From an optimization exercise on the open Yosys and OpenROAD flow, aimed at small area and few clock cycles per item; shortcuts taken in it are not production practice. Function was checked by simulation only, so behaviour that the tests miss may differ from the original. Power and IR drop assume default switching activity.

==> flow/design.v <==
package cam_analyzer_pkg;
    typedef enum logic [1:0] {
        COL_NONE  = 2'd0,
        COL_RED   = 2'd1,
        COL_GREEN = 2'd2,
        COL_BLUE  = 2'd3
    } color_e;
    typedef enum logic [1:0] {
        FIG_NONE = 2'd0,
        FIG_TRI  = 2'd1,
        FIG_CIRC = 2'd2,
        FIG_SQR  = 2'd3
    } figure_e;
    typedef enum logic [2:0] {
        ST_IDLE   = 3'd0,
        ST_SCAN   = 3'd1,
        ST_DRAIN  = 3'd2,
        ST_AREA   = 3'd3,
        ST_DECIDE = 3'd4,
        ST_DONE   = 3'd5
    } state_e;
    localparam int FILL_DEN_SHIFT = 3;
    localparam int FILL_SQR_NUM   = 7;
    localparam int FILL_CIRC_NUM  = 5;
endpackage
module pixel_classifier
(
    input  logic [11:0] pix,
    output logic        is_r,
    output logic        is_g,
    output logic        is_b
);
    function automatic logic dom4(input logic [3:0] a, input logic [3:0] b);
        logic [4:0] t;
        logic       gg;
        t = {1'b0, b} + 5'd3;
        gg = 1'b0;
        for (int i = 0; i < 4; i++)
            gg = (a[i] ^ t[i]) ? a[i] : gg;
        dom4 = gg & ~t[4];
    endfunction
    logic [3:0] r, g, b;
    assign r = pix[11:8];
    assign g = pix[7:4];
    assign b = pix[3:0];
    assign is_r = dom4(r, g) & dom4(r, b);
    assign is_g = dom4(g, r) & dom4(g, b);
    assign is_b = dom4(b, r) & dom4(b, g);
endmodule
module cam_frame_analyzer
(
    input  logic        clk,
    input  logic        rst,
    input  logic        init,
    output logic [14:0] mem_addr,
    input  logic [11:0] mem_data,
    output logic        busy,
    output logic        done,
    output logic [1:0]  color,
    output logic [1:0]  figure,
    output logic [14:0] pix_count
);
    localparam logic [2:0] ST_IDLE = 3'b000;
    localparam logic [2:0] ST_DONE = 3'b001;
    localparam logic [2:0] ST_SCAN = 3'b100;
    localparam logic [2:0] ST_DOM1 = 3'b101;
    localparam logic [2:0] ST_DOM2 = 3'b110;
    localparam logic [2:0] ST_COL  = 3'b111;
    localparam logic [2:0] ST_MUL  = 3'b010;
    logic [2:0]  st;
    logic [7:0]  x;
    logic [9:0]  z;
    logic [14:0] red, grn, blu;
    logic [7:0]  xmin, xmax;
    logic [6:0]  h, dy;
    logic        seen;
    logic s_scan, s_dom1, s_dom2, s_col, s_mul, s_dom;
    logic accept, xz, scan_end, x_end, z_end, x_adv, z_adv;
    logic is_r, is_g, is_b, col, pix_c;
    logic [7:0] v;
    logic lt, gt, in_box;
    logic [14:0] other;
    logic gtr, big, cin_m, ld;
    logic [2:0] k, s;
    logic [14:0] red_inc, grn_sum, blu_sum, grn_op, blu_op;
    logic        red_ci, grn_ci, blu_ci, h_ci;
    logic [7:0]  x_inc;
    logic [9:0]  z_inc;
    logic [6:0]  h_inc;
    logic        c;
    assign s_scan = (st == ST_SCAN);
    assign s_dom1 = (st == ST_DOM1);
    assign s_dom2 = (st == ST_DOM2);
    assign s_col  = (st == ST_COL);
    assign s_mul  = (st == ST_MUL);
    assign s_dom  = s_dom1 | s_dom2;
    assign busy      = st[2] | st[1];
    assign done      = (st == ST_DONE);
    assign pix_count = red;
    assign mem_addr  = {z, x[4:0]};
    assign accept   = init & ~busy;
    assign xz       = (x == 8'd0);
    assign scan_end = s_scan & xz & (z == 10'd0);
    assign x_end    = x[7] & (&x[4:0]);
    assign z_end    = z[9] & z[6] & z[4] & z[2] & z[1] & z[0];
    assign v        = {x[7] | xz, x[6], x[5] | xz, x[4:0]};
    pixel_classifier u_cls (
        .pix  (mem_data),
        .is_r (is_r),
        .is_g (is_g),
        .is_b (is_b)
    );
    assign col   = is_r | is_g | is_b;
    assign pix_c = s_scan & col;
    always_comb begin
        lt = 1'b0;
        gt = 1'b0;
        for (int i = 0; i < 8; i++) begin
            lt = (v[i] ^ xmin[i]) ? xmin[i] : lt;
            gt = (v[i] ^ xmax[i]) ? v[i]    : gt;
        end
    end
    assign in_box = ~lt & ~gt;
    assign other = s_dom1 ? grn : blu;
    always_comb begin
        gtr = 1'b0;
        for (int i = 0; i < 15; i++)
            gtr = (other[i] ^ red[i]) ? other[i] : gtr;
    end
    assign big = |red[14:6];
    assign ld  = s_dom & gtr;
    assign k = grn[2:0];
    assign s = h[2:0];
    always_comb begin
        case (s)
            3'd0: cin_m = (k != 3'd0);
            3'd1: cin_m = (k >= 3'd2);
            3'd2: cin_m = (k >= 3'd4);
            3'd3: cin_m = (k >= 3'd5);
            3'd4: cin_m = (k == 3'd7);
            3'd5: cin_m = (k >= 3'd3);
            3'd6: cin_m = (k >= 3'd6);
            default: cin_m = 1'b0;
        endcase
    end
    assign x_adv  = accept | (s_scan & ~scan_end) | s_col;
    assign z_adv  = s_scan & (&x[4:0]);
    assign red_ci = s_scan & is_r;
    assign grn_ci = s_scan & is_g;
    assign grn_op = {8'd0, dy & {7{s_col & in_box}}};
    assign blu_ci = (s_scan & is_b) | (s_mul & cin_m);
    assign blu_op = {3'd0, grn[14:3] & {12{s_mul}}};
    assign h_ci   = (s_scan & xz & (seen | col)) | s_mul;
    always_comb begin
        c = red_ci;
        for (int i = 0; i < 15; i++) begin
            red_inc[i] = red[i] ^ c;
            c = red[i] & c;
        end
        c = grn_ci;
        for (int i = 0; i < 15; i++) begin
            grn_sum[i] = grn[i] ^ grn_op[i] ^ c;
            c = (grn[i] & grn_op[i]) | (grn[i] & c) | (grn_op[i] & c);
        end
        c = blu_ci;
        for (int i = 0; i < 15; i++) begin
            blu_sum[i] = blu[i] ^ blu_op[i] ^ c;
            c = (blu[i] & blu_op[i]) | (blu[i] & c) | (blu_op[i] & c);
        end
        c = x_adv;
        for (int i = 0; i < 8; i++) begin
            x_inc[i] = x[i] ^ c;
            c = x[i] & c;
        end
        c = z_adv;
        for (int i = 0; i < 10; i++) begin
            z_inc[i] = z[i] ^ c;
            c = z[i] & c;
        end
        c = h_ci;
        for (int i = 0; i < 7; i++) begin
            h_inc[i] = h[i] ^ c;
            c = h[i] & c;
        end
    end
    always_ff @(posedge clk or negedge rst) begin
        if (!rst) begin
            st     <= ST_IDLE;
            x      <= 8'd0;
            z      <= 10'd0;
            red    <= 15'd0;
            color  <= 2'd0;
            figure <= 2'd0;
        end else begin
            x <= {x_inc[7] & ~(x_end & x_adv), x_inc[6], x_inc[5] & ~(x_end & x_adv), x_inc[4:0]};
            z <= {z_inc[9] & ~(z_end & z_adv), z_inc[8:7], z_inc[6] & ~(z_end & z_adv), z_inc[5],
                  z_inc[4:3] & ~{2{z_end & z_adv}}, z_inc[2:0]};
            if (accept)
                red <= 15'd0;
            else if (ld)
                red <= other;
            else
                red <= red_inc;
            if (s_dom1)
                color <= gtr ? 2'd2 : 2'd1;
            else if (s_dom2 & gtr)
                color <= 2'd3;
            else if (s_mul & (s == 3'd7))
                color <= big ? color : 2'd0;
            if (s_mul & (s == 3'd5))
                figure <= {~gtr, 1'b0};
            else if (s_mul & (s == 3'd7))
                figure <= big ? {figure[1], ~gtr | ~figure[1]} : 2'd0;
            case (st)
                ST_IDLE, ST_DONE: if (accept) st <= ST_SCAN;
                ST_SCAN: if (scan_end) st <= ST_DOM1;
                ST_DOM1: st <= ST_DOM2;
                ST_DOM2: st <= ST_COL;
                ST_COL:  if (x_end) st <= ST_MUL;
                ST_MUL:  if (s == 3'd7) st <= ST_DONE;
                default: st <= ST_IDLE;
            endcase
        end
    end
    always_ff @(posedge clk) begin
        grn  <= (accept | s_dom2) ? 15'd0 : grn_sum;
        blu  <= (accept | s_col)  ? 15'd0 : blu_sum;
        seen <= ~accept & (seen | pix_c);
        if (pix_c & (~seen | lt)) xmin <= v;
        if (pix_c & (~seen | gt)) xmax <= v;
        if (pix_c) dy <= h;
        if (accept)
            h <= 7'd1;
        else if (scan_end | s_col)
            h <= 7'd0;
        else
            h <= h_inc;
    end
endmodule
==> flow/run.sh <==
#!/bin/bash
# synth_recipe.tcl (not shown) runs the flow's synth.tcl, then flattens the netlist and writes it again
# the make line also repeats each setting of config.mk as NAME=value (left out here)
make -C /OpenROAD-flow-scripts/flow DESIGN_CONFIG=/design/flow/config.mk WORK_HOME=/design/flow/orfs CLKGATE_MAP_FILE= SYNTH_SCRIPT=/design/flow/synth_recipe.tcl finish
==> flow/config.mk <==
export PLATFORM = sky130hd
export DESIGN_NAME = cam_frame_analyzer
export DESIGN_NICKNAME = cam_frame_analyzer
export VERILOG_FILES = /design/flow/design.v
export SDC_FILE = /design/flow/constraint.sdc
export NUM_CORES = 4
export LEC_CHECK = 0
export CAP_MARGIN = 20
export CORE_MARGIN = 2
export CORE_UTILIZATION = 40
export SLEW_MARGIN = 20
==> flow/constraint.sdc <==
create_clock -name core_clock -period 12.0 [get_ports {clk}]
set_input_delay 2.4000 -clock core_clock [delete_from_list [all_inputs] [get_ports {clk}]]
set_output_delay 2.4000 -clock core_clock [all_outputs]
set_load 0.01 [all_outputs]
==> impl_metrics.py, run 1 <==
metrics = {
    "floorplanning": {
        "row_count": 44,
        "die_h_um": 125.5,
        "io_pins": 51,
        "coreArea_sq_um": 14480,
        "dieArea_sq_um": 15750,
        "start_util_pct": 40.78,
        "die_w_um": 125.5,
    },
    "final_layout": {
        "final_cell_mix": "49 x clkdlybuf4s50_1, 48 x ha_1, 41 x and2_1",
        "fin_area_sq_um": 6842,
        "n_fill_cell": 1335,
        "area_delta_synth_final_pct": 15.87,
        "diodes": 0,
        "nets": 678,
        "drive_gt1_share_pct": 5.158,
        "layout_commonest_cell": "clkdlybuf4s50_1",
    },
    "grt": {
        "grt_antenna_before_repair": 0,
        "overflow": 0,
        "grt_pass1_vias": 4164,
        "grt_pass1_wl_mm": 20.84,
        "grt_util_all_layers_pct": 16.33,
        "grt_max_degree": 48,
    },
    "synth": {
        "ys_ff_latch": 101,
        "synthAdderAreaFrac_pct": 18.14,
        "synth_mux_area_share_pct": 5.255,
        "synth-xor-area-share_pct": 1.928,
        "avgSynthCellArea_sq_um": 10.70,
        "synth_area_leader_cell": "dfrtp_1",
        "synth_compound_area_share_pct": 10.49,
        "netlist_area_sq_um": 5904,
        "synth_area_leaders": "dfrtp_1 17%, dfxtp_1 13%, edfxtp_1 12%, ha_1 10%, fa_1 6.4%",
        "syn_inst": 552,
        "seq_area_frac_synth_pct": 41.53,
        "synth_top_family_by_area": "simple AND/OR/NAND/NOR gates",
        "yosysWarnings": 2,
        "syn-num-nets": 634,
        "yosys.area_share.simple_pct": 18.31,
        "ys_async_sr_fraction_pct": 39.60,
        "synth_top_area_share_pct": 16.95,
        "synth_edf_count": 23,
        "synth_cell_type_count": 61,
        "synth_ff_type": "dfrtp_1",
    },
    "critical_path": {
        "crit_path_start_kind": "input pin",
        "arrival_ns": 9.98,
        "crit_required_ns": 12.23,
        "path_max_fanout": 5,
        "cp-end-kind": "register",
        "worstSetupPathType": "input pin to register",
    },
    "route": {
        "vias": 4123,
        "ant_nets": 0,
        "wl_per_cell_um": 15.58,
        "drt_pass1_iterations": 4,
        "vias_per_cell": 5.252,
        "drtIter0Drc": 172,
        "top_layer_used": "met4",
        "wirelength_mm": 12.23,
        "wl_met2_mm": 5.722,
        "drc_errors": 0,
        "wl_met1_mm": 5.910,
        "met3WireLength_um": 404,
    },
    "worst_hold_path": {
        "hold_path.class": "register to register",
    },
    "flow_run": {
        "drv_cap": 0,
    },
    "timing": {
        "hold_viol": 0,
        "rsz0062_at_grt": "false",
        "max_freq_mhz": 102.6,
        "finalWorstSetupSlack_ns": 2.256,
        "period_share_pct": 81.20,
        "min_period_ns": 9.744,
        "slew_violations": 0,
        "slew_headroom_pct": 41.05,
        "tightest_slew_ns": 0.8823,
        "setup_violations": 0,
        "tns_ns": 0,
        "fin_skew_ns": 0.01117,
    },
    "cts": {
        "path_clk_slew_ns": 0.07,
        "cts_root_buf": "clkbuf_16",
        "htreeDepth": 3,
        "postCtsHoldBufs": 0,
        "cts_buffer_depth": 2,
        "numCtsBuffers": 9,
        "cts_resized": 0,
        "postCtsSetupBuffers": 0,
        "clock_sinks": 101,
        "clock_latency_ns": 0.34,
        "cts_tree": "done",
    },
    "pwr": {
        "p_leak_nw": 3.238,
        "vdd_drop_max_mv": 0.09374,
        "fin_total_pwr_mw": 1.102,
        "powerDensity_nw_per_um2": 161.1,
    },
    "status": {
        "status": "finished clean",
    },
    "place": {
        "place.port_buffers": 50,
        "hpwl_mm": 9.318,
        "gp_congestion": 0.8261,
        "pre_cts_ws_ns": 1.963,
        "postPlaceCellArea_sq_um": 6531,
    },
}
layer usage:
metal | track usage, % | vias to the layer above
met4 | 6.536 | 0
met2 | 26.68 | 69
li1 | - | 2049
met1 | 21.67 | 1994
met5 | 0 | -
met3 | 2.739 | 11
power by group:
group	total (mW)	leakage, nW	internal [mW]	switching, mW
clock network	0.302	0.150	0.176	0.126
registers	0.470	1.06	0.402	0.0673
logic	0.331	2.03	0.148	0.183
final cells by class:
class	count	area [sq um]	share of cell area [%]
clock inverters	3	43.79	0.6401
well taps	184	230.2	3.365
multi-input cells	396	3196	46.71
clock buffers	13	264.0	3.859
inverters	34	127.6	1.865
flip-flops and latches	101	2452	35.84
repair buffers	54	528.0	7.718
worst max-delay path: stages:
cell	delay [ns]
clkdlybuf4s50_1	0.54
inv_1	0.06
ha_1	0.34
a22oi_1	0.20
nor2_1	0.07
maj3_1	0.37
o221ai_1	0.19
a211o_1	0.19
o22ai_1	0.11
fa_1	0.42
fa_1	0.41
fa_1	0.41
fa_1	0.42
fa_1	0.40
fa_1	0.40
fa_1	0.42
fa_1	0.40
fa_1	0.39
fa_1	0.39
fa_1	0.39
fa_1	0.38
ha_1	0.19
ha_1	0.18
xor2_1	0.13
and2_1	0.15
logic make-up after synthesis:
logic type,count (synthesis)
AOI/OAI and AO/OA,82
muxes,31
xor gates and xnor gates,13
adders and majority gates,76
and+or+nand+nor,194
buffers and inverters,55
DFF,101
per-stage QoR:
stage	cells	utilization [%]	hold WS [ns]
2_1_floorplan	552	-	0.4148
3_3_place_gp	769	45.11	0.4214
3_5_place_dp	769	45.11	0.4247
4_1_cts	785	47.23	0.4410
5_1_grt	785	47.25	0.4495
6_report	785	47.25	0.4369
state kept, by name (all words and copies together) (netlist names):
name    count
blu        15
grn        15
red        15
z          10
x           8
xmax        8
xmin        8
dy          7
h           7
st          3
color       2
figure      2
seen        1
synthesized netlist by cell type, types with 17 or more instances:
cell / count
edfxtp_1: 23
nand2_1: 40
mux2i_1: 31
ha_1: 48
fa_1: 19
and3_1: 17
dfrtp_1: 40
dfxtp_1: 38
inv_1: 33
nand2b_1: 21
and2_1: 41
nor2_1: 28
path summary, 6_finish.rpt:
| kind | to | slack (ns) | from | cells after the start |
|---|---|---|---|---|
| max | blu[14]$_SDFF_PP0_ | 2.26 | mem_data[4] | 25 |
| min | dy[4]$_DFFE_PP_ | 0.44 | h[4]$_SDFF_PP0_ | 0 |
| max reg2reg | blu[14]$_SDFF_PP0_ | 5.22 | st[0]$_DFFE_PN0P_ | 19 |
| min reg2reg | dy[4]$_DFFE_PP_ | 0.44 | h[4]$_SDFF_PP0_ | 0 |
| max in group asynchronous | red[2]$_DFF_PN0_ | 9.57 | rst | 1 |
| min in group asynchronous | z[5]$_DFF_PN0_ | 2.03 | rst | 1 |
Testbench counts, summed over its fixed seeds: cycles 929,800, frames 48.
==> run 2: changes to the inputs <==
--- a/flow/design.v
+++ b/flow/design.v
@@ -33,9 +33,8 @@
     function automatic logic dom4(input logic [3:0] a, input logic [3:0] b);
-        logic [4:0] t;
-        logic       gg;
-        t = {1'b0, b} + 5'd3;
-        gg = 1'b0;
-        for (int i = 0; i < 4; i++)
-            gg = (a[i] ^ t[i]) ? a[i] : gg;
-        dom4 = gg & ~t[4];
+        logic ge2, eq1, ge0;
+        ge2 = a[3] & ~b[3] & (a[2] | ~b[2]);
+        eq1 = (~a[3] & a[2] & ~b[3] & ~b[2]) | (a[3] & ~a[2] & ~b[3] & b[2]) |
+              (a[3] & a[2] & b[3] & ~b[2]);
+        ge0 = (a[1] & ~b[1]) | ((a[1] | ~b[1]) & (a[0] | ~b[0]));
+        dom4 = ge2 | (eq1 & ge0);
     endfunction
@@ -118,4 +117,4 @@
         for (int i = 0; i < 8; i++) begin
-            lt = (v[i] ^ xmin[i]) ? xmin[i] : lt;
-            gt = (v[i] ^ xmax[i]) ? v[i]    : gt;
+            lt = (xmin[i] & ~v[i]) | ((xmin[i] | ~v[i]) & lt);
+            gt = (v[i] & ~xmax[i]) | ((v[i] | ~xmax[i]) & gt);
         end
@@ -127,3 +126,3 @@
         for (int i = 0; i < 15; i++)
-            gtr = (other[i] ^ red[i]) ? other[i] : gtr;
+            gtr = (other[i] & ~red[i]) | ((other[i] | ~red[i]) & gtr);
     end
==> flow/flow/run.sh (new file) <==
#!/bin/bash
set -euo pipefail
export BUFFER_PORTS_ARGS="-buffer_cell sky130_fd_sc_hd__buf_1"
bash standard.sh finish > standard.log 2>&1
==> flow/standard.sh (new file) <==
#!/bin/bash
# synth_recipe.tcl (not shown) runs the flow's synth.tcl, then flattens the netlist and writes it again
# the make line also repeats each setting of config.mk as NAME=value (left out here)
make -C /OpenROAD-flow-scripts/flow DESIGN_CONFIG=/design/flow/config.mk WORK_HOME=/design/flow/orfs CLKGATE_MAP_FILE= SYNTH_SCRIPT=/design/flow/synth_recipe.tcl "${@:-finish}"
--- a/flow/config.mk
+++ b/flow/config.mk
@@ -10,2 +10,3 @@
 export CORE_UTILIZATION = 40
+export CTS_BUF_LIST = sky130_fd_sc_hd__clkbuf_8
 export SLEW_MARGIN = 20
removed: flow/run.sh
==> run 2 against run 1 <==
  * Global-route usage about the same
  * Register-to-register slack lost 0.43 ns
  * Largest power group unchanged
  * Combinational power is 21% higher
  * Critical path type unchanged
  * Total power increased by 1.7%
  * First-iteration DRC count grew 3.5%
==> impl_metrics.py, run 2 <==
metrics = {
    "floorplanning": {
        "row_count": 43,
        "io_pins": 51,
        "coreArea_sq_um": 14040,
        "die_h_um": 124.4,
        "start_util_pct": 41.28,
        "dieArea_sq_um": 15470,
        "die_w_um": 124.4,
    },
    "route": {
        "drt_pass1_iterations": 5,
        "wirelength_mm": 12.07,
        "ant_nets": 0,
        "drtIter0Drc": 178,
        "wl_per_cell_um": 15.57,
        "vias_per_cell": 5.314,
        "vias": 4118,
        "drc_errors": 0,
    },
    "flow_run": {
        "drv_cap": 0,
    },
    "timing": {
        "tns_ns": 0,
        "fin_skew_ns": 0.01003,
        "fin_hold_ws_ns": 0.4435,
        "slew_violations": 0,
        "rsz0062_at_grt": "false",
        "max_freq_mhz": 115.5,
        "tightest_slew_ns": 0.9055,
        "min_period_ns": 8.660,
        "slew_headroom_pct": 39.63,
        "period_share_pct": 72.17,
        "setup_violations": 0,
        "finalWorstSetupSlack_ns": 3.340,
        "hold_viol": 0,
    },
    "pwr": {
        "p_comb_share_pct": 35.7,
        "fin_total_pwr_mw": 1.121,
        "pwr-share-seq_pct": 46.1,
        "switching_share_pct": 40.74,
        "p_int_mw": 0.6645,
        "p_sw_mw": 0.4567,
        "clock_power_share_pct": 18.2,
        "powerDensity_nw_per_um2": 178.9,
        "vdd_drop_max_mv": 0.1006,
        "p_leak_nw": 2.996,
    },
    "synth": {
        "ys_ff_latch": 101,
        "synth_ff_type": "dfrtp_1",
        "netlist_area_sq_um": 5797,
        "synth_compound_area_share_pct": 10.34,
        "yosysWarnings": 2,
        "synth_top_family_by_area": "adder cells",
        "synth_most_common_cell": "ha_1",
        "synth_top_area_share_pct": 17.27,
        "seq_area_frac_synth_pct": 42.31,
        "synthAdderAreaFrac_pct": 18.39,
        "synth_area_leader_cell": "dfrtp_1",
        "synth_common_cells": "45 x ha_1, 42 x and2_1, 41 x nand2_1",
        "syn-num-nets": 627,
        "avgSynthCellArea_sq_um": 10.58,
        "synth_cell_type_count": 59,
        "yosys.area_share.simple_pct": 18.13,
        "ys_async_sr_fraction_pct": 39.60,
        "synth_mux_area_share_pct": 5.612,
        "synth_area_leaders": "dfrtp_1 17%, dfxtp_1 13%, edfxtp_1 12%, ha_1 9.7%, fa_1 6.6%",
        "synth-xor-area-share_pct": 0.9065,
        "syn_inst": 548,
        "synth_edf_count": 23,
    },
    "final_layout": {
        "stdcell_count": 775,
        "final_cell_mix": "49 x buf_1, 45 x ha_1, 42 x and2_1",
        "diodes": 0,
        "nets": 669,
        "reg_top3": "blu x15, grn x15, red x15",
        "drive_gt1_share_pct": 5.042,
        "fin_area_sq_um": 6267,
        "layout_commonest_cell": "buf_1",
        "utilization_pct": 44.63,
        "n_fill_cell": 1318,
        "area_delta_synth_final_pct": 8.116,
    },
    "cts": {
        "postCtsHoldBufs": 0,
        "clock_latency_ns": 0.38,
        "cts_tree": "done",
        "numCtsBuffers": 9,
        "postCtsSetupBuffers": 0,
        "cts_buffer_depth": 2,
        "htreeDepth": 3,
        "clock_sinks": 101,
        "cts_root_buf": "clkbuf_8",
        "cts_resized": 0,
        "path_clk_slew_ns": 0.10,
    },
    "grt": {
        "overflow": 0,
        "grt_pass1_vias": 4218,
        "grt_antenna_before_repair": 0,
        "grt_max_degree": 45,
        "grt_util_all_layers_pct": 16.37,
        "grt_pass1_wl_mm": 20.59,
    },
    "place": {
        "gp_congestion": 0.7957,
        "dp.cells": 759,
        "place.port_buffers": 50,
        "pre_cts_ws_ns": 2.984,
        "hpwl_mm": 9.173,
        "postPlaceCellArea_sq_um": 6088,
    },
    "critical_path": {
        "arrival_ns": 8.94,
        "rr_worst_depth": 25,
        "crit_path_start_kind": "input pin",
        "worstSetupPathType": "input pin to register",
        "crit_required_ns": 12.28,
        "path_max_fanout": 5,
        "r2r_slack_ns": 4.79,
        "cp-end-kind": "register",
        "reg2reg_to": "grn[14]$_SDFF_PP0_",
        "timing.rr.start": "x[0]$_DFF_PN0_",
    },
    "status": {
        "status": "finished clean",
    },
    "worst_hold_path": {
        "hold_path.class": "register to register",
        "holdPathStages": 0,
        "min_from": "h[5]$_SDFF_PP0_",
        "holdPathEnd": "dy[5]$_DFFE_PP_",
    },
}
run 2: worst max path at each step:
stage,cells past startpoint,start,slack [ns],end
after global routing,24,mem_data[0],3.03,blu[14]$_SDFF_PP0_
final,24,mem_data[0],3.34,blu[14]$_SDFF_PP0_
after detailed placement,24,mem_data[0],2.98,blu[14]$_SDFF_PP0_
after CTS,24,mem_data[0],3.39,blu[14]$_SDFF_PP0_
after floorplan,23,mem_data[1],3.47,blu[14]$_SDFF_PP0_
after global placement,24,mem_data[0],3.08,blu[14]$_SDFF_PP0_
run 2: power by group through the flow:
stage / combinational [mW] / sequential (mW) / clock (mW)
finish: 0.401 / 0.516 / 0.204
global route: 0.454 / 0.533 / 0.227
CTS: 0.405 / 0.519 / 0.214
detailed placement: 0.404 / 0.527 / 0
global placement: 0.390 / 0.522 / 0
floorplan: 0.320 / 0.500 / 0
run 2: area by class of cell:
| class | instances | area, sq um | share of cell area [%] |
|---|---|---|---|
| multi-input cells | 399 | 3094 | 49.37 |
| repair buffers | 55 | 226.5 | 3.613 |
| clock buffers | 9 | 123.9 | 1.976 |
| inverters | 24 | 90.09 | 1.437 |
| clock inverters | 7 | 55.05 | 0.8784 |
| well taps | 180 | 225.2 | 3.594 |
| flip-flops and latches | 101 | 2452 | 39.13 |
run 2: kinds of logic (layout without fill, tap and decap cells):
group                    Yosys count  after routing
AND/OR/NAND/NOR                  193            193
XOR/XNOR                           6              6
adder cells (fa/ha/maj)           76             76
multiplexers                      32             32
buffers and inverters             48             95
flip-flops                       101            101
AO/OA/AOI/OAI                     92             92
run 2: critical path, stage by stage:
cell	delay, ns
buf_1	0.13
nand2b_1	0.17
o211ai_1	0.20
a21oi_1	0.09
o21ai_0	0.16
o21ai_0	0.10
o21ai_0	0.15
o22ai_1	0.16
fa_1	0.41
fa_1	0.39
fa_1	0.40
fa_1	0.40
fa_1	0.39
fa_1	0.39
fa_1	0.39
fa_1	0.39
fa_1	0.39
fa_1	0.39
fa_1	0.38
fa_1	0.37
ha_1	0.19
ha_1	0.18
xor2_1	0.13
and3_1	0.18
run 2: per-layer routing:
layer | share of wire, % | track usage (%) | vias to the layer above | routed length, um
li1 | - | - | 2027 | -
met1 | 46 | 20.81 | 1996 | 5498
met2 | 49 | 27.13 | 75 | 5856
met3 | 4.0 | 4.639 | 20 | 479
met4 | 1.9 | 4.891 | 0 | 232
met5 | 0 | 0 | - | 0
Testbench counts of run 2, summed over its fixed seeds: cycles 929,800, frames 48.
==> run 3: changes to the inputs <==
==> flow/flow/run.sh (replaced) <==
#!/bin/bash
set -euo pipefail
bash standard.sh BUFFER_PORTS_ARGS="-buffer_cell sky130_fd_sc_hd__buf_1" finish > standard.log 2>&1
--- a/flow/config.mk
+++ b/flow/config.mk
@@ -7,2 +7,3 @@
 export LEC_CHECK = 0
+export ABC_AREA = 1
 export CAP_MARGIN = 20
==> run 3 against run 2 <==
  * Non-clock buffer count fell by 5
  * Die area fell by 0.60%
  * Core utilization fell by 0.22 points
  * Sequential cell count did not move
  * Setup slack improved by 0.20 ns
  * Cell area fell by 0.88%
  * Wire length fell by 2.3%
  * Still clean on timing, DRC and antenna
  * Hold slack improved by 0.0052 ns
  * Via count rose by 8.7%
  * Synthesized area fell by 0.63%
  * Register-to-register slack improved by 0.28 ns
  * Sequential power fell by 6.6%
==> impl_metrics.py, run 3 <==
metrics = {
    "cts": {
        "clock_latency_ns": 0.36,
        "postCtsHoldBufs": 0,
        "postCtsSetupBuffers": 0,
        "clock_sinks": 101,
        "cts_resized": 0,
        "numCtsBuffers": 9,
        "cts_tree": "done",
        "htreeDepth": 3,
        "cts_buffer_depth": 2,
        "path_clk_slew_ns": 0.09,
        "cts_root_buf": "clkbuf_8",
    },
    "synth": {
        "synth_area_leaders": "dfrtp_1 17%, dfxtp_1 13%, edfxtp_1 12%, ha_1 9.8%, inv_1 7.8%",
        "netlist_area_sq_um": 5761,
        "synth_common_cells": "120 x inv_1, 115 x nor2_1, 113 x nand2_1",
        "synth_compound_area_share_pct": 8.015,
        "ys_ff_latch": 101,
        "synthAdderAreaFrac_pct": 16.72,
        "syn-num-nets": 767,
        "yosys.area_share.simple_pct": 21.63,
        "synth_top_area_share_pct": 17.38,
        "ys_async_sr_fraction_pct": 39.60,
        "synth_most_common_cell": "inv_1",
        "synth-xor-area-share_pct": 0.9123,
        "yosysWarnings": 2,
        "synth_area_leader_cell": "dfrtp_1",
        "synth_cell_type_count": 43,
        "synth_mux_area_share_pct": 0,
        "synth_top_family_by_area": "simple AND/OR/NAND/NOR gates",
        "synth_edf_count": 23,
        "avgSynthCellArea_sq_um": 8.373,
        "seq_area_frac_synth_pct": 42.57,
        "syn_inst": 688,
        "synth_ff_type": "dfrtp_1",
    },
    "grt": {
        "grt_pass1_vias": 4313,
        "grt_antenna_before_repair": 0,
        "overflow": 0,
        "grt_util_all_layers_pct": 16.62,
        "grt_max_degree": 41,
        "grt_pass1_wl_mm": 20.13,
    },
    "route": {
        "drt_pass1_iterations": 7,
        "vias_per_cell": 4.897,
        "wl_per_cell_um": 12.90,
        "wirelength_mm": 11.79,
        "ant_nets": 0,
        "drc_errors": 0,
        "drtIter0Drc": 268,
        "vias": 4476,
    },
    "final_layout": {
        "layout_commonest_cell": "inv_1",
        "reg_top3": "blu x15, grn x15, red x15",
        "diodes": 0,
        "final_cell_mix": "122 x inv_1, 115 x nor2_1, 113 x nand2_1",
        "area_delta_synth_final_pct": 7.841,
        "nets": 808,
        "utilization_pct": 44.41,
        "drive_gt1_share_pct": 3.678,
        "fin_area_sq_um": 6212,
    },
    "pwr": {
        "fin_total_pwr_mw": 1.074,
        "vdd_drop_max_mv": 0.05903,
        "powerDensity_nw_per_um2": 172.9,
        "p_leak_nw": 2.967,
    },
    "status": {
        "status": "finished clean",
    },
    "floorplanning": {
        "die_w_um": 124.0,
        "row_count": 43,
        "start_util_pct": 41.18,
        "die_h_um": 124.0,
        "dieArea_sq_um": 15380,
        "io_pins": 51,
        "coreArea_sq_um": 13990,
    },
    "timing": {
        "tightest_slew_ns": 1.091,
        "hold_viol": 0,
        "rsz0062_at_grt": "false",
        "tns_ns": 0,
        "max_freq_mhz": 118.2,
        "min_period_ns": 8.460,
        "fin_skew_ns": 0.01286,
        "period_share_pct": 70.50,
        "slew_headroom_pct": 27.08,
        "slew_violations": 0,
        "setup_violations": 0,
    },
    "place": {
        "hpwl_mm": 9.041,
        "place.port_buffers": 50,
        "gp_congestion": 0.9607,
        "postPlaceCellArea_sq_um": 6045,
    },
    "flow_run": {
        "drv_cap": 0,
    },
    "worst_hold_path": {
        "min_from": "h[3]$_SDFF_PP0_",
        "hold_path.class": "register to register",
    },
    "critical_path": {
        "worstSetupPathType": "input pin to register",
        "r2r_slack_ns": 5.07,
        "arrival_ns": 8.70,
        "path_max_fanout": 5,
        "crit_path_start": "mem_data[3]",
        "crit_path_start_kind": "input pin",
        "crit_required_ns": 12.24,
        "timing.rr.start": "st[1]$_DFFE_PN0P_",
        "cp-end-kind": "register",
    },
}
==> run 3: cell count changes in the layout (fill, tap and decap cells not counted), moves of 5 or more <==
cell,previous run,this run
and2_1,42,0
a31oi_1,9,1
nor2_1,22,115
nand2_1,41,113
o21ai_0,22,36
nand3_1,5,35
buf_4,5,0
a22oi_1,5,0
maj3_1,10,2
nor2b_1,13,0
nand2b_1,25,0
and3_1,23,0
mux2i_1,28,0
inv_1,24,122
==> run 3: final cells by class <==
cell class              instances  area (sq um)
clock inverters                 7         43.79
repair buffers                 50         188.9
clock buffers                   9         123.9
fillers                      1408          7776
multi-input cells             446          2724
inverters                     121         454.2
well taps                     180         225.2
flip-flops and latches        101          2452
==> run 3: worst max-delay path, cell delays in order <==
cell and delay, ns:
buf_1 0.11, inv_1 0.16, nor2_1 0.08, a221oi_1 0.31, a211o_1 0.20, o21ai_0 0.12, fa_1 0.41, fa_1 0.39
fa_1 0.39, fa_1 0.39, fa_1 0.40, fa_1 0.39, fa_1 0.39, fa_1 0.39, fa_1 0.41, fa_1 0.41
fa_1 0.39, fa_1 0.37, ha_1 0.19, ha_1 0.19, xnor2_1 0.14, nor2_1 0.06
==> run 3: where the power goes <==
| group | switching, mW | leakage (nW) | total (mW) | internal [mW] |
|---|---|---|---|---|
| sequential | 0.0650 | 1.05 | 0.482 | 0.417 |
| clock | 0.116 | 0.0859 | 0.190 | 0.0744 |
| combinational | 0.276 | 1.84 | 0.401 | 0.125 |
| total | 0.457 | 2.97 | 1.07 | 0.617 |
==> run 3: through the flow <==
| stage | hold slack, ns | instances | worst slack [ns] |
|---|---|---|---|
| detailed placement | 0.4288 | 898 | 3.215 |
| global route | 0.4628 | 914 | 3.223 |
| finish | 0.4487 | 914 | 3.540 |
| CTS | 0.4518 | 914 | 3.564 |
| floorplan | 0.4148 | 688 | 3.730 |
| global placement | 0.4198 | 898 | 3.301 |
==> run 3: worst paths after layout <==
check	to	depth (start not counted)
max	blu[14]$_SDFF_PP0_	22
min	dy[3]$_DFFE_PP_	0
max reg2reg	blu[14]$_SDFF_PP0_	24
min reg2reg	dy[3]$_DFFE_PP_	0
max in group asynchronous	red[8]$_DFF_PN0_	1
min in group asynchronous	z[7]$_DFF_PN0_	1
==> run 3: logic make-up (layout without fill, tap and decap cells) <==
| logic type | Yosys count | after routing |
|---|---|---|
| XOR/XNOR | 6 | 6 |
| flip-flops | 101 | 101 |
| buffers and inverters | 141 | 187 |
| adder cells (fa/ha/maj) | 66 | 66 |
| AND/OR/NAND/NOR | 293 | 293 |
| AO/OA/AOI/OAI | 81 | 81 |
==> run 3: metal layers <==
metal	GRT usage [%]	up-vias	part of all wire, %
met4	5.688	0	1.1
met1	22.51	2100	49
met5	0	-	0
met2	27.58	87	46
met3	2.060	9	3.1
li1	-	2280	-
==> run 4: changes to the inputs <==
--- a/flow/design.v
+++ b/flow/design.v
@@ -76,5 +76,4 @@
     logic s_scan, s_dom1, s_dom2, s_col, s_mul, s_dom;
-    logic accept, xz, scan_end, x_end, z_end, x_adv, z_adv;
+    logic accept, x_end, z_end, scan_end, x_adv, z_adv, x_wrap, z_wrap, mul_end;
     logic is_r, is_g, is_b, col, pix_c;
-    logic [7:0] v;
     logic lt, gt, in_box;
@@ -85,4 +84,4 @@
     logic        red_ci, grn_ci, blu_ci, h_ci;
-    logic [7:0]  x_inc;
-    logic [9:0]  z_inc;
+    logic [7:0]  x_inc, x_nx;
+    logic [9:0]  z_inc, z_nx;
     logic [6:0]  h_inc;
@@ -98,9 +97,6 @@
     assign pix_count = red;
-    assign mem_addr  = {z, x[4:0]};
     assign accept   = init & ~busy;
-    assign xz       = (x == 8'd0);
-    assign scan_end = s_scan & xz & (z == 10'd0);
     assign x_end    = x[7] & (&x[4:0]);
     assign z_end    = z[9] & z[6] & z[4] & z[2] & z[1] & z[0];
-    assign v        = {x[7] | xz, x[6], x[5] | xz, x[4:0]};
+    assign scan_end = s_scan & x_end & z_end;
     pixel_classifier u_cls (
@@ -117,4 +113,4 @@
         for (int i = 0; i < 8; i++) begin
-            lt = (xmin[i] & ~v[i]) | ((xmin[i] | ~v[i]) & lt);
-            gt = (v[i] & ~xmax[i]) | ((v[i] | ~xmax[i]) & gt);
+            lt = (xmin[i] & ~x[i]) | ((xmin[i] | ~x[i]) & lt);
+            gt = (x[i] & ~xmax[i]) | ((x[i] | ~xmax[i]) & gt);
         end
@@ -131,3 +127,3 @@
     assign k = grn[2:0];
-    assign s = h[2:0];
+    assign s = x[2:0];
     always_comb begin
@@ -144,3 +140,4 @@
     end
-    assign x_adv  = accept | (s_scan & ~scan_end) | s_col;
+    assign mul_end = s_mul & (s == 3'd7);
+    assign x_adv  = s_scan | s_col | s_mul;
     assign z_adv  = s_scan & (&x[4:0]);
@@ -151,3 +148,3 @@
     assign blu_op = {3'd0, grn[14:3] & {12{s_mul}}};
-    assign h_ci   = (s_scan & xz & (seen | col)) | s_mul;
+    assign h_ci   = s_scan & x_end & (seen | col);
     always_comb begin
@@ -184,2 +181,9 @@
     end
+    assign x_wrap = x_end & x_adv;
+    assign z_wrap = z_end & z_adv;
+    assign x_nx = {x_inc[7] & ~x_wrap, x_inc[6], x_inc[5] & ~x_wrap, x_inc[4],
+                   x_inc[3] & ~mul_end, x_inc[2:0]};
+    assign z_nx = {z_inc[9] & ~z_wrap, z_inc[8:7], z_inc[6] & ~z_wrap, z_inc[5],
+                   z_inc[4:3] & ~{2{z_wrap}}, z_inc[2:0]};
+    assign mem_addr = {z_nx, x_nx[4:0]};
     always_ff @(posedge clk or negedge rst) begin
@@ -193,5 +197,4 @@
         end else begin
-            x <= {x_inc[7] & ~(x_end & x_adv), x_inc[6], x_inc[5] & ~(x_end & x_adv), x_inc[4:0]};
-            z <= {z_inc[9] & ~(z_end & z_adv), z_inc[8:7], z_inc[6] & ~(z_end & z_adv), z_inc[5],
-                  z_inc[4:3] & ~{2{z_end & z_adv}}, z_inc[2:0]};
+            x <= x_nx;
+            z <= z_nx;
             if (accept)
@@ -206,3 +209,3 @@
                 color <= 2'd3;
-            else if (s_mul & (s == 3'd7))
+            else if (mul_end)
                 color <= big ? color : 2'd0;
@@ -210,3 +213,3 @@
                 figure <= {~gtr, 1'b0};
-            else if (s_mul & (s == 3'd7))
+            else if (mul_end)
                 figure <= big ? {figure[1], ~gtr | ~figure[1]} : 2'd0;
@@ -218,3 +221,3 @@
                 ST_COL:  if (x_end) st <= ST_MUL;
-                ST_MUL:  if (s == 3'd7) st <= ST_DONE;
+                ST_MUL:  if (mul_end) st <= ST_DONE;
                 default: st <= ST_IDLE;
@@ -227,11 +230,6 @@
         seen <= ~accept & (seen | pix_c);
-        if (pix_c & (~seen | lt)) xmin <= v;
-        if (pix_c & (~seen | gt)) xmax <= v;
+        h    <= accept ? 7'd1 : h_inc;
+        if (pix_c & (~seen | lt)) xmin <= x;
+        if (pix_c & (~seen | gt)) xmax <= x;
         if (pix_c) dy <= h;
-        if (accept)
-            h <= 7'd1;
-        else if (scan_end | s_col)
-            h <= 7'd0;
-        else
-            h <= h_inc;
     end
==> flow/flow/run.sh (replaced) <==
#!/bin/bash
# The standard layout (standard.sh) with two changes:
#  - synthesis is synth_recipe.tcl with an area-only abc script (flow/synth.tcl);
#  - the port buffers use the smallest buffer cell (buf_1); every input and
#    output port still gets its own buffer.
# The full make output goes to standard.log; ORFS keeps each step's log
# under orfs/logs/.
set -euo pipefail
here=$(pwd)
bash standard.sh \
  SYNTH_SCRIPT="$here/flow/synth.tcl" \
  FLOW_SYNTH_TCL="$here/synth_recipe.tcl" \
  AREA_ABC_SCRIPT="$here/flow/area.abc" \
  BUFFER_PORTS_ARGS="-buffer_cell sky130_fd_sc_hd__buf_1" \
  finish > standard.log 2>&1
==> flow/flow/area.abc (new file) <==
strash
balance
 rewrite
 refactor
 balance
 rewrite
 rewrite -z
 balance
 refactor -z
 rewrite -z
 balance
balance
 rewrite
 refactor
 balance
 rewrite
 rewrite -z
 balance
 refactor -z
 rewrite -z
 balance
balance
 rewrite
 refactor
 balance
 rewrite
 rewrite -z
 balance
 refactor -z
 rewrite -z
 balance
dch -f
amap
topo
==> flow/flow/synth.tcl (new file) <==
# The standard synthesis (synth_recipe.tcl, run unchanged), except that
# abc maps the combinational logic with flow/area.abc, an area-only script
# (rewriting, then the amap standard-cell mapper), instead of ORFS's script.
# Flip-flops are mapped before abc and are left exactly as the standard
# synthesis makes them.
proc abc {args} {
  set i [lsearch -exact $args -script]
  if {$i >= 0} {
    set args [lreplace $args $i [expr {$i + 1}] -script $::env(AREA_ABC_SCRIPT)]
  }
  yosys abc {*}$args
}
source $::env(FLOW_SYNTH_TCL)
--- a/flow/config.mk
+++ b/flow/config.mk
@@ -7,3 +7,2 @@
 export LEC_CHECK = 0
-export ABC_AREA = 1
 export CAP_MARGIN = 20
==> run 4 against run 3 <==
  * Sequential power fell by 28%
  * Die area down 11%
  * Sequential share of layout area rose by 3.6 points
  * Sequential cell count stayed put
  * Core utilization up 0.89 points
  * Final cell count decreased by 21%
  * Highest routed layer unchanged
  * Largest power group unchanged
  * Non-clock buffer count up 1
  * Still clean
==> impl_metrics.py, run 4 <==
metrics = {
    "timing": {
        "period_share_pct": 73.02,
        "fin_skew_ns": 0.004663,
        "slew_violations": 0,
        "slew_headroom_pct": 35.31,
        "min_period_ns": 8.763,
        "hold_viol": 0,
        "tightest_slew_ns": 0.9703,
        "max_freq_mhz": 114.1,
        "setup_violations": 0,
        "fin_hold_ws_ns": 0.4493,
        "finalWorstSetupSlack_ns": 3.237,
        "tns_ns": 0,
        "rsz0062_at_grt": "false",
    },
    "floorplanning": {
        "io_pins": 51,
        "coreArea_sq_um": 12570,
        "die_w_um": 117.0,
        "start_util_pct": 40.67,
        "row_count": 41,
        "die_h_um": 117.0,
        "dieArea_sq_um": 13700,
    },
    "grt": {
        "grt_pass1_vias": 3810,
        "grt_pass1_wl_mm": 18.31,
        "grt_util_all_layers_pct": 17.09,
        "grt_antenna_before_repair": 0,
        "overflow": 0,
        "grt_max_degree": 42,
    },
    "synth": {
        "synth-xor-area-share_pct": 0,
        "synth_edf_count": 23,
        "ys_ff_latch": 101,
        "synth_ff_type": "dfrtp_1",
        "synth_top_area_share_pct": 19.58,
        "synthAdderAreaFrac_pct": 18.46,
        "synth_cell_type_count": 37,
        "ys_async_sr_fraction_pct": 39.60,
        "synth_area_leader_cell": "dfrtp_1",
        "seq_area_frac_synth_pct": 47.98,
        "synth_top_family_by_area": "adder cells",
        "synth_area_leaders": "dfrtp_1 20%, dfxtp_1 15%, edfxtp_1 14%, ha_1 11%, fa_1 7.4%",
        "yosys.area_share.simple_pct": 16.06,
        "synth_compound_area_share_pct": 14.12,
        "netlist_area_sq_um": 5111,
        "synth_mux_area_share_pct": 0,
        "avgSynthCellArea_sq_um": 10.45,
        "synth_common_cells": "59 x nor2_1, 45 x ha_1, 40 x dfrtp_1",
        "syn-num-nets": 568,
        "syn_inst": 489,
        "synth_most_common_cell": "nor2_1",
        "yosysWarnings": 2,
    },
    "cts": {
        "cts_root_buf": "clkbuf_8",
        "postCtsHoldBufs": 0,
        "clock_sinks": 101,
        "numCtsBuffers": 9,
        "postCtsSetupBuffers": 0,
        "cts_resized": 0,
        "path_clk_slew_ns": 0.10,
        "clock_latency_ns": 0.36,
        "htreeDepth": 3,
        "cts_buffer_depth": 2,
        "cts_tree": "done",
    },
    "worst_hold_path": {
        "hold_path.class": "register to register",
        "min_from": "h[2]$_SDFF_PP0_",
    },
    "critical_path": {
        "crit_path_start": "mem_data[6]",
        "path_common_cell": "fa_1",
        "crit_slowest_cell": "o311ai_0",
        "arrival_ns": 9.00,
        "worstSetupPathType": "input pin to register",
        "crit_path_start_kind": "input pin",
        "crit_chain": "buf_1 -> clkinv_1 -> nor2_1 -> nor2_1 -> o311ai_0 -> o22ai_1 -> fa_1 -> fa_1 -> fa_1 -> fa_1 -> fa_1 -> fa_1 -> fa_1 -> fa_1 -> fa_1 -> fa_1 -> fa_1 -> fa_1 -> ha_1 -> ha_1 -> a2111oi_0",
        "cp-end-kind": "register",
        "max_stage_delay_ns": 0.51,
        "crit_required_ns": 12.24,
        "timing.rr.start": "x[1]$_DFF_PN0_",
        "path_max_fanout": 5,
    },
    "flow_run": {
        "drv_cap": 0,
    },
    "route": {
        "drc_errors": 0,
        "wl_per_cell_um": 14.96,
        "ant_nets": 0,
        "vias_per_cell": 5.256,
        "drt_pass1_iterations": 4,
        "wirelength_mm": 10.81,
        "drtIter0Drc": 255,
        "vias": 3800,
    },
    "final_layout": {
        "nets": 625,
        "utilization_pct": 45.30,
        "area_delta_synth_final_pct": 11.38,
        "layout_commonest_cell": "nor2_1",
        "reg_top3": "blu x15, grn x15, red x15",
        "diodes": 0,
        "final_cell_mix": "59 x nor2_1, 49 x buf_1, 45 x ha_1",
        "drive_gt1_share_pct": 3.630,
    },
    "pwr": {
        "fin_total_pwr_mw": 0.5804,
        "powerDensity_nw_per_um2": 101.9,
        "p_leak_nw": 2.524,
        "vdd_drop_max_mv": 0.05426,
    },
    "place": {
        "place.port_buffers": 50,
        "pre_cts_ws_ns": 2.821,
        "hpwl_mm": 8.008,
        "gp_congestion": 0.7390,
    },
    "status": {
        "status": "finished clean",
    },
}
==> run 4: cell types whose count changed after synthesis, moves of 27 or more <==
| cell | delta |
|---|---|
| and3_1 | +28 |
| clkinv_1 | +36 |
| inv_1 | -120 |
| nand2_1 | -89 |
| nand3_1 | -27 |
| nor2_1 | -56 |
| nor2b_1 | +30 |
==> run 4: final cells by class <==
cell class / instances / area [sq um]
Clock inverter: 7 / 65.06
Inverter: 36 / 135.1
Clock buffer: 9 / 123.9
Tap cell: 172 / 215.2
Fill cell: 1188 / 6875
Multi-Input combinational cell: 347 / 2505
Sequential cell: 101 / 2452
Timing Repair Buffer: 51 / 196.4
==> run 4: logic make-up (layout without fill, tap and decap cells) <==
group,after synthesis,in the layout
buffers and inverters,41,103
DFF,101,101
AOI/OAI and AO/OA,115,115
and+or+nand+nor,168,168
adders and majority gates,64,64
==> run 4: final timing paths <==
| kind | to | slack [ns] | cells past startpoint |
|---|---|---|---|
| min reg2reg | dy[2]$_DFFE_PP_ | 0.45 | 0 |
| max | blu[14]$_SDFF_PP0_ | 3.24 | 21 |
| min in group asynchronous | red[11]$_DFF_PN0_ | 2.19 | 1 |
| min | dy[2]$_DFFE_PP_ | 0.45 | 0 |
| max reg2reg | grn[14]$_SDFF_PP0_ | 5.09 | 24 |
| max in group asynchronous | x[0]$_DFF_PN0_ | 9.21 | 1 |
==> run 4: where the power goes <==
group | total [mW] | switching [mW] | internal, mW
registers | 0.349 | 0.000605 | 0.349
clock network | 0.215 | 0.120 | 0.0955
logic | 0.0160 | 0.0111 | 0.00493
==> run 4: metrics by stage <==
step	cells	instance area, sq um
final	723	5693
after global routing	723	5693
after CTS	723	5690
after detailed placement	707	5502
after global placement	707	5494
after floorplan	489	5111
==> run 4: layer usage <==
metal  global-route usage, %  vias to the layer above  part of all wire, %
met4                   5.882                        0                  1.5
li1                        -                     1874                    -
met5                       0                        -                    0
met3                   2.832                       16                  4.2
met1                   23.50                     1830                   47
met2                   27.59                       80                   47
==> run 4: critical path, delay by kind of cell <==
kind | cells | cell delay (ns)
AO/OA/AOI/OAI | 3 | 1.10
AND/OR/NAND/NOR | 2 | 0.21
buffers and inverters | 2 | 0.24
adder cells (fa/ha/maj) | 14 | 5.04
Testbench counts of run 4, summed over its fixed seeds: cycles 929,800, frames 48.
==> run 5: changes to the inputs <==
==> flow/flow/area.abc (replaced) <==
strash
balance
rewrite
refactor
balance
rewrite
rewrite -z
balance
refactor -z
rewrite -z
balance
balance
rewrite
refactor
balance
rewrite
rewrite -z
balance
refactor -z
rewrite -z
balance
balance
rewrite
refactor
balance
rewrite
rewrite -z
balance
refactor -z
rewrite -z
balance
dch -f
amap
topo
==> run 5 against run 4 <==
  * Highest routed layer unchanged
  * Wire length stayed put
  * Largest power group unchanged
  * Non-clock buffer count stayed put
  * Still clean
  * Global-route usage stayed put
==> impl_metrics.py, run 5 <==
metrics = {
    "cts": {
        "postCtsSetupBuffers": 0,
        "clock_latency_ns": 0.36,
        "htreeDepth": 3,
        "path_clk_slew_ns": 0.10,
        "cts_resized": 0,
        "cts_root_buf": "clkbuf_8",
        "cts_tree": "done",
        "cts_buffer_depth": 2,
        "numCtsBuffers": 9,
        "clock_sinks": 101,
        "postCtsHoldBufs": 0,
    },
    "synth": {
        "synth_most_common_cell": "nor2_1",
        "yosysWarnings": 2,
        "synth_area_leader_cell": "dfrtp_1",
        "synth_cell_type_count": 37,
        "netlist_area_sq_um": 5111,
        "synth_top_area_share_pct": 19.58,
        "avgSynthCellArea_sq_um": 10.45,
        "synth_edf_count": 23,
        "synth_common_cells": "59 x nor2_1, 45 x ha_1, 40 x dfrtp_1",
        "syn-num-nets": 568,
        "syn_inst": 489,
        "ys_async_sr_fraction_pct": 39.60,
        "synth_area_leaders": "dfrtp_1 20%, dfxtp_1 15%, edfxtp_1 14%, ha_1 11%, fa_1 7.4%",
        "seq_area_frac_synth_pct": 47.98,
        "ys_ff_latch": 101,
        "synth_ff_type": "dfrtp_1",
    },
    "critical_path": {
        "cp-end-kind": "register",
        "arrival_ns": 9.00,
        "path_max_fanout": 5,
        "rr_worst_depth": 24,
        "crit_required_ns": 12.24,
        "crit_path_start_kind": "input pin",
        "worstSetupPathType": "input pin to register",
    },
    "place": {
        "pre_cts_ws_ns": 2.821,
        "dp.cells": 707,
        "hpwl_mm": 8.008,
        "gp_congestion": 0.7390,
        "place.port_buffers": 50,
        "postPlaceCellArea_sq_um": 5502,
    },
    "timing": {
        "fin_skew_ns": 0.004663,
        "max_freq_mhz": 114.1,
        "finalWorstSetupSlack_ns": 3.237,
        "slew_violations": 0,
        "rsz0062_at_grt": "false",
        "hold_viol": 0,
        "tns_ns": 0,
        "tightest_slew_ns": 0.9703,
        "period_share_pct": 73.02,
        "slew_headroom_pct": 35.31,
        "min_period_ns": 8.763,
        "setup_violations": 0,
    },
    "grt": {
        "grt_pass1_vias": 3810,
        "grt_pass1_wl_mm": 18.31,
        "grt_util_all_layers_pct": 17.09,
        "grt_max_degree": 42,
        "grt_antenna_before_repair": 0,
        "overflow": 0,
    },
    "route": {
        "drc_errors": 0,
        "vias_per_cell": 5.256,
        "drt_pass1_iterations": 4,
        "vias": 3800,
        "drtIter0Drc": 255,
        "wl_per_cell_um": 14.96,
        "wirelength_mm": 10.81,
        "ant_nets": 0,
    },
    "pwr": {
        "powerDensity_nw_per_um2": 101.9,
        "p_leak_nw": 2.524,
        "vdd_drop_max_mv": 0.05426,
    },
    "final_layout": {
        "fin_area_sq_um": 5693,
        "area_delta_synth_final_pct": 11.38,
        "stdcell_count": 723,
        "reg_top3": "blu x15, grn x15, red x15",
        "drive_gt1_share_pct": 3.630,
        "nets": 625,
        "multiInputGateArea_sq_um": 2505,
        "n_fill_cell": 1188,
        "diodes": 0,
        "layout_commonest_cell": "nor2_1",
        "seqCellArea_sq_um": 2452,
        "final_cell_mix": "59 x nor2_1, 49 x buf_1, 45 x ha_1",
    },
    "floorplanning": {
        "coreArea_sq_um": 12570,
        "dieArea_sq_um": 13700,
        "io_pins": 51,
        "die_w_um": 117.0,
        "die_h_um": 117.0,
        "start_util_pct": 40.67,
        "row_count": 41,
    },
    "worst_hold_path": {
        "holdPathStages": 0,
        "hold_path.class": "register to register",
    },
    "flow_run": {
        "drv_cap": 0,
    },
    "status": {
        "status": "finished clean",
    },
}
-- run 5: cell counts after synthesis --
No cell type changed its count.
-- run 5: area by class of cell --
cell class,count,share of cell area (%)
clock inverter,7,1.143
clock buffer,9,2.176
inverter,36,2.374
tap,172,3.780
timing repair buffer,51,3.451
multi-input combinational,347,44.00
sequential,101,43.08
-- run 5: path summary, 6_finish.rpt --
path,slack (ns),endpoint,startpoint
worst min register to register,0.45,dy[2]$_DFFE_PP_,h[2]$_SDFF_PP0_
worst min-delay path,0.45,dy[2]$_DFFE_PP_,h[2]$_SDFF_PP0_
max in group asynchronous,9.21,x[0]$_DFF_PN0_,rst
worst max-delay path,3.24,blu[14]$_SDFF_PP0_,mem_data[6]
min in group asynchronous,2.19,red[11]$_DFF_PN0_,rst
worst max register to register,5.09,grn[14]$_SDFF_PP0_,x[1]$_DFF_PN0_
-- run 5: through the flow --
stage / util, % / hold WS (ns) / total power [mW]
2_1_floorplan: - / 0.4148 / 0.3646
3_3_place_gp: 43.71 / 0.4241 / 0.3719
3_5_place_dp: 43.77 / 0.4246 / 0.3728
4_1_cts: 45.28 / 0.4484 / 0.5872
5_1_grt: 45.30 / 0.4629 / 0.6016
6_report: 45.30 / 0.4493 / 0.5804
-- run 5: metal layers --
| layer | global-route usage (%) | share of wire [%] |
|---|---|---|
| met5 | 0 | 0 |
| met1 | 23.50 | 47 |
| met4 | 5.882 | 1.5 |
| met3 | 2.832 | 4.2 |
| met2 | 27.59 | 47 |
-- run 5: critical path, stage by stage --
cell and delay (ns):
buf_1 0.10, clkinv_1 0.14, nor2_1 0.16, nor2_1 0.05, o311ai_0 0.51, o22ai_1 0.19, fa_1 0.41, fa_1 0.40
fa_1 0.39, fa_1 0.38, fa_1 0.38, fa_1 0.39, fa_1 0.38, fa_1 0.38, fa_1 0.39, fa_1 0.39
fa_1 0.39, fa_1 0.38, ha_1 0.19, ha_1 0.19, a2111oi_0 0.40
-- run 5: logic make-up (layout without fill, tap and decap cells) --
family,count (synthesis),after routing,synth area share (%)
buffers and inverters,41,103,3.378
AO/OA/AOI/OAI,115,115,14.13
adder cells (fa/ha/maj),64,64,18.46
flip-flops,101,101,47.98
AND/OR/NAND/NOR,168,168,16.06
-- run 5: where the power goes --
| part | total (mW) | switching (mW) | leakage [nW] | internal, mW |
|---|---|---|---|---|
| Clock | 0.215 | 0.120 | 0.0968 | 0.0955 |
| Combinational | 0.0160 | 0.0111 | 1.39 | 0.00493 |
| Sequential | 0.349 | 0.000605 | 1.03 | 0.349 |
==> run 6: changes to the inputs <==
--- a/flow/design.v
+++ b/flow/design.v
@@ -69,2 +69,4 @@
     logic [2:0]  st;
+    logic [1:0]  dom;      
+    logic        ci;       
     logic [7:0]  x;
@@ -97,2 +99,4 @@
     assign pix_count = red;
+    assign color     = dom & {2{big}};
+    assign figure    = {ci & big, big & (~gtr | ~ci)};
     assign accept   = init & ~busy;
@@ -147,3 +151,3 @@
     assign blu_ci = (s_scan & is_b) | (s_mul & cin_m);
-    assign blu_op = {3'd0, grn[14:3] & {12{s_mul}}};
+    assign blu_op = {3'd0, grn[14:3] & {12{s_mul & ~mul_end}}};
     assign h_ci   = s_scan & x_end & (seen | col);
@@ -194,4 +198,2 @@
             red    <= 15'd0;
-            color  <= 2'd0;
-            figure <= 2'd0;
         end else begin
@@ -205,12 +207,2 @@
                 red <= red_inc;
-            if (s_dom1)
-                color <= gtr ? 2'd2 : 2'd1;
-            else if (s_dom2 & gtr)
-                color <= 2'd3;
-            else if (mul_end)
-                color <= big ? color : 2'd0;
-            if (s_mul & (s == 3'd5))
-                figure <= {~gtr, 1'b0};
-            else if (mul_end)
-                figure <= big ? {figure[1], ~gtr | ~figure[1]} : 2'd0;
             case (st)
@@ -234,2 +226,8 @@
         if (pix_c) dy <= h;
+        if (s_dom1)
+            dom <= gtr ? 2'd2 : 2'd1;
+        else if (s_dom2 & gtr)
+            dom <= 2'd3;
+        if (s_mul & (s == 3'd5))
+            ci <= ~gtr;
     end
==> run 6 against run 5 <==
  * Cell area down 1.5%
  * Clock skew up 0.0072 ns
  * Clock power down 15%
  * Total power down 5.9%
  * Core utilization down 0.48 points
  * Synthesized cell count down 1.6%
  * Non-clock buffer count down 1
  * Wire length down 3.1%
  * Register-to-register slack worse by 0.46 ns
  * Synthesized area down 0.69%
  * Largest power group unchanged
==> impl_metrics.py, run 6 <==
metrics = {
    "pwr": {
        "powerDensity_nw_per_um2": 97.34,
        "p_leak_nw": 2.463,
        "vdd_drop_max_mv": 0.06887,
        "fin_total_pwr_mw": 0.5460,
    },
    "final_layout": {
        "area_delta_synth_final_pct": 10.50,
        "nets": 616,
        "layout_commonest_cell": "nor2_1",
        "reg_top3": "blu x15, grn x15, red x15",
        "multiInputGateArea_sq_um": 2480,
        "final_cell_mix": "55 x nor2_1, 49 x buf_1, 46 x nor2b_1",
        "seqCellArea_sq_um": 2442,
        "n_fill_cell": 1213,
        "drive_gt1_share_pct": 2.399,
        "diodes": 0,
    },
    "synth": {
        "synth_edf_count": 26,
        "ys_ff_latch": 100,
        "synth_cell_type_count": 35,
        "synth_area_leaders": "dfrtp_1 18%, edfxtp_1 15%, dfxtp_1 15%, ha_1 11%, fa_1 7.5%",
        "ys_async_sr_fraction_pct": 36.00,
        "yosysWarnings": 2,
        "avgSynthCellArea_sq_um": 10.55,
        "synth_area_leader_cell": "dfrtp_1",
        "synth_most_common_cell": "nor2_1",
        "synth_common_cells": "55 x nor2_1, 46 x nor2b_1, 45 x ha_1",
        "syn_inst": 481,
        "synth_top_area_share_pct": 17.75,
        "netlist_area_sq_um": 5076,
        "syn-num-nets": 560,
        "seq_area_frac_synth_pct": 48.11,
        "synth_ff_type": "dfxtp_1",
    },
    "floorplanning": {
        "die_w_um": 116.7,
        "start_util_pct": 40.55,
        "io_pins": 51,
        "die_h_um": 116.7,
        "row_count": 41,
        "dieArea_sq_um": 13610,
        "coreArea_sq_um": 12520,
    },
    "critical_path": {
        "max_stage_delay_ns": 0.51,
        "crit_chain": "buf_1 -> clkinv_1 -> nand2_1 -> nor2_1 -> o311ai_0 -> o22ai_1 -> fa_1 -> fa_1 -> fa_1 -> fa_1 -> fa_1 -> fa_1 -> fa_1 -> fa_1 -> fa_1 -> fa_1 -> fa_1 -> fa_1 -> ha_1 -> ha_1 -> a2111oi_0",
        "crit_required_ns": 12.24,
        "reg2reg_to": "blu[14]$_SDFF_PP0_",
        "crit_path_start_kind": "input pin",
        "rr_worst_depth": 20,
        "r2r_slack_ns": 4.63,
        "cp-end-kind": "register",
        "crit_slowest_cell": "o311ai_0",
        "worstSetupPathType": "input pin to register",
        "timing.rr.start": "x[1]$_DFF_PN0_",
        "path_max_fanout": 7,
        "arrival_ns": 9.11,
        "path_common_cell": "fa_1",
    },
    "route": {
        "drtIter0Drc": 204,
        "ant_nets": 0,
        "vias": 3691,
        "wl_per_cell_um": 14.68,
        "drc_errors": 0,
        "drt_pass1_iterations": 4,
        "wirelength_mm": 10.48,
        "vias_per_cell": 5.169,
    },
    "timing": {
        "rsz0062_at_grt": "false",
        "setup_violations": 0,
        "period_share_pct": 73.92,
        "tightest_slew_ns": 0.9212,
        "slew_headroom_pct": 38.59,
        "hold_viol": 0,
        "tns_ns": 0,
        "slew_violations": 0,
        "fin_hold_ws_ns": 0.4498,
        "min_period_ns": 8.870,
        "fin_skew_ns": 0.01186,
        "max_freq_mhz": 112.7,
    },
    "grt": {
        "grt_pass1_wl_mm": 16.98,
        "grt_max_degree": 37,
        "overflow": 0,
        "grt_antenna_before_repair": 0,
        "grt_pass1_vias": 3521,
        "grt_util_all_layers_pct": 16.28,
    },
    "cts": {
        "clock_latency_ns": 0.37,
        "cts_tree": "done",
        "cts_root_buf": "clkbuf_8",
        "cts_buffer_depth": 2,
        "postCtsHoldBufs": 0,
        "postCtsSetupBuffers": 0,
        "numCtsBuffers": 9,
        "path_clk_slew_ns": 0.09,
        "htreeDepth": 3,
        "clock_sinks": 100,
        "cts_resized": 0,
    },
    "place": {
        "place.port_buffers": 50,
        "hpwl_mm": 7.790,
        "gp_congestion": 0.8467,
    },
    "flow_run": {
        "drv_cap": 0,
    },
    "worst_hold_path": {
        "min_from": "h[5]$_SDFF_PP0_",
        "hold_path.class": "register to register",
        "holdPathStages": 0,
        "holdPathEnd": "dy[5]$_DFFE_PP_",
    },
    "status": {
        "status": "finished clean",
    },
}
==> run 6: worst max-delay path: cells and delay by family <==
family          cells  cell delay [ns]
fa+ha+maj          14             5.17
compound gates      3             1.06
buf+inv             2             0.31
simple gates        2             0.18
==> run 6: logic make-up after synthesis <==
| logic type | synth area share (%) |
|---|---|
| flops | 48.11 |
| compound gates | 13.90 |
| buf+inv | 3.254 |
| fa+ha+maj | 18.59 |
| simple gates | 16.15 |
==> run 6: worst max-delay path by stage <==
| stage | startpoint | end | slack (ns) |
|---|---|---|---|
| detailed placement | mem_data[7] | blu[14]$_SDFF_PP0_ | 2.77 |
| finish | mem_data[7] | blu[14]$_SDFF_PP0_ | 3.13 |
| global route | mem_data[7] | blu[14]$_SDFF_PP0_ | 2.72 |
| global placement | mem_data[7] | blu[14]$_SDFF_PP0_ | 3.06 |
| floorplan | mem_data[6] | blu[14]$_SDFF_PP0_ | 3.47 |
| CTS | mem_data[7] | blu[14]$_SDFF_PP0_ | 3.13 |
==> run 6: final cells by class <==
type,count,area share (%)
multi-input cells,342,44.21
well taps,172,3.837
inverters,34,2.275
clock inverters,7,0.5577
clock buffers,9,2.208
repair buffers,50,3.368
flip-flops and latches,100,43.54
==> run 6: per-stage QoR <==
stage | std cells | area (sq um) | setup slack (ns) | util (%)
4_1_cts | 714 | 5603 | 3.125 | 44.76
6_report | 714 | 5609 | 3.130 | 44.81
3_5_place_dp | 698 | 5448 | 2.768 | 43.52
5_1_grt | 714 | 5609 | 2.716 | 44.81
3_3_place_gp | 698 | 5448 | 3.056 | 43.52
2_1_floorplan | 481 | 5076 | 3.467 | -
==> run 6: power breakdown <==
group | internal (mW) | switching (mW) | total, mW
clock network | 0.0715 | 0.112 | 0.183
registers | 0.346 | 0.000658 | 0.347
logic | 0.00492 | 0.0108 | 0.0157
total | 0.423 | 0.123 | 0.546
==> run 6: routing by layer <==
layer | routed length (um) | GRT usage, %
met1 | 4944 | 21.79
met2 | 4892 | 26.20
met3 | 503 | 3.166
met4 | 142 | 6.431
met5 | 0 | 0
Testbench counts of run 6, summed over its fixed seeds: cycles 929,800, frames 48.

## re-timing with driven ports
In the flow no input, the clock included, has a driving cell. The finished layouts below were timed again as built, in two steps.
Step 1 (the two cells are an assumption about what drives the block):
set clk [get_ports {clk}]
set_driving_cell -lib_cell sky130_fd_sc_hd__clkbuf_16 $clk
set_driving_cell -lib_cell sky130_fd_sc_hd__buf_2 [delete_from_list [all_inputs] $clk]
Step 2 moves the port delays by t, midway between the first and last clock arrival at a register: inputs arrive t later, outputs are due t later. That takes back most of the time a late clock gives input paths.
a / b / c = ideal ports / drivers / drivers and shift; a / b = the first two.
run	t (ns)	setup slack, ns	hold slack, ns
run 1	0.382	2.256 / 2.275 / 1.893	0.437 / 0.437 / 0.437
run 2	0.414	3.340 / 3.355 / 2.941	0.444 / 0.444 / 0.444
run 3	0.395	3.540 / 3.555 / 3.161	0.449 / 0.449 / 0.449
run 4	0.390	3.237 / 3.247 / 2.857	0.449 / 0.449 / 0.449
run 5	0.390	3.237 / 3.247 / 2.857	0.449 / 0.449 / 0.449
run 6	0.401	3.130 / 3.137 / 2.736	0.450 / 0.450 / 0.450
After both steps setup and hold are still met in every run listed. The setup slack of run 2, which loses most, moves by +0.015 ns with the drivers and by -0.399 ns with both steps.
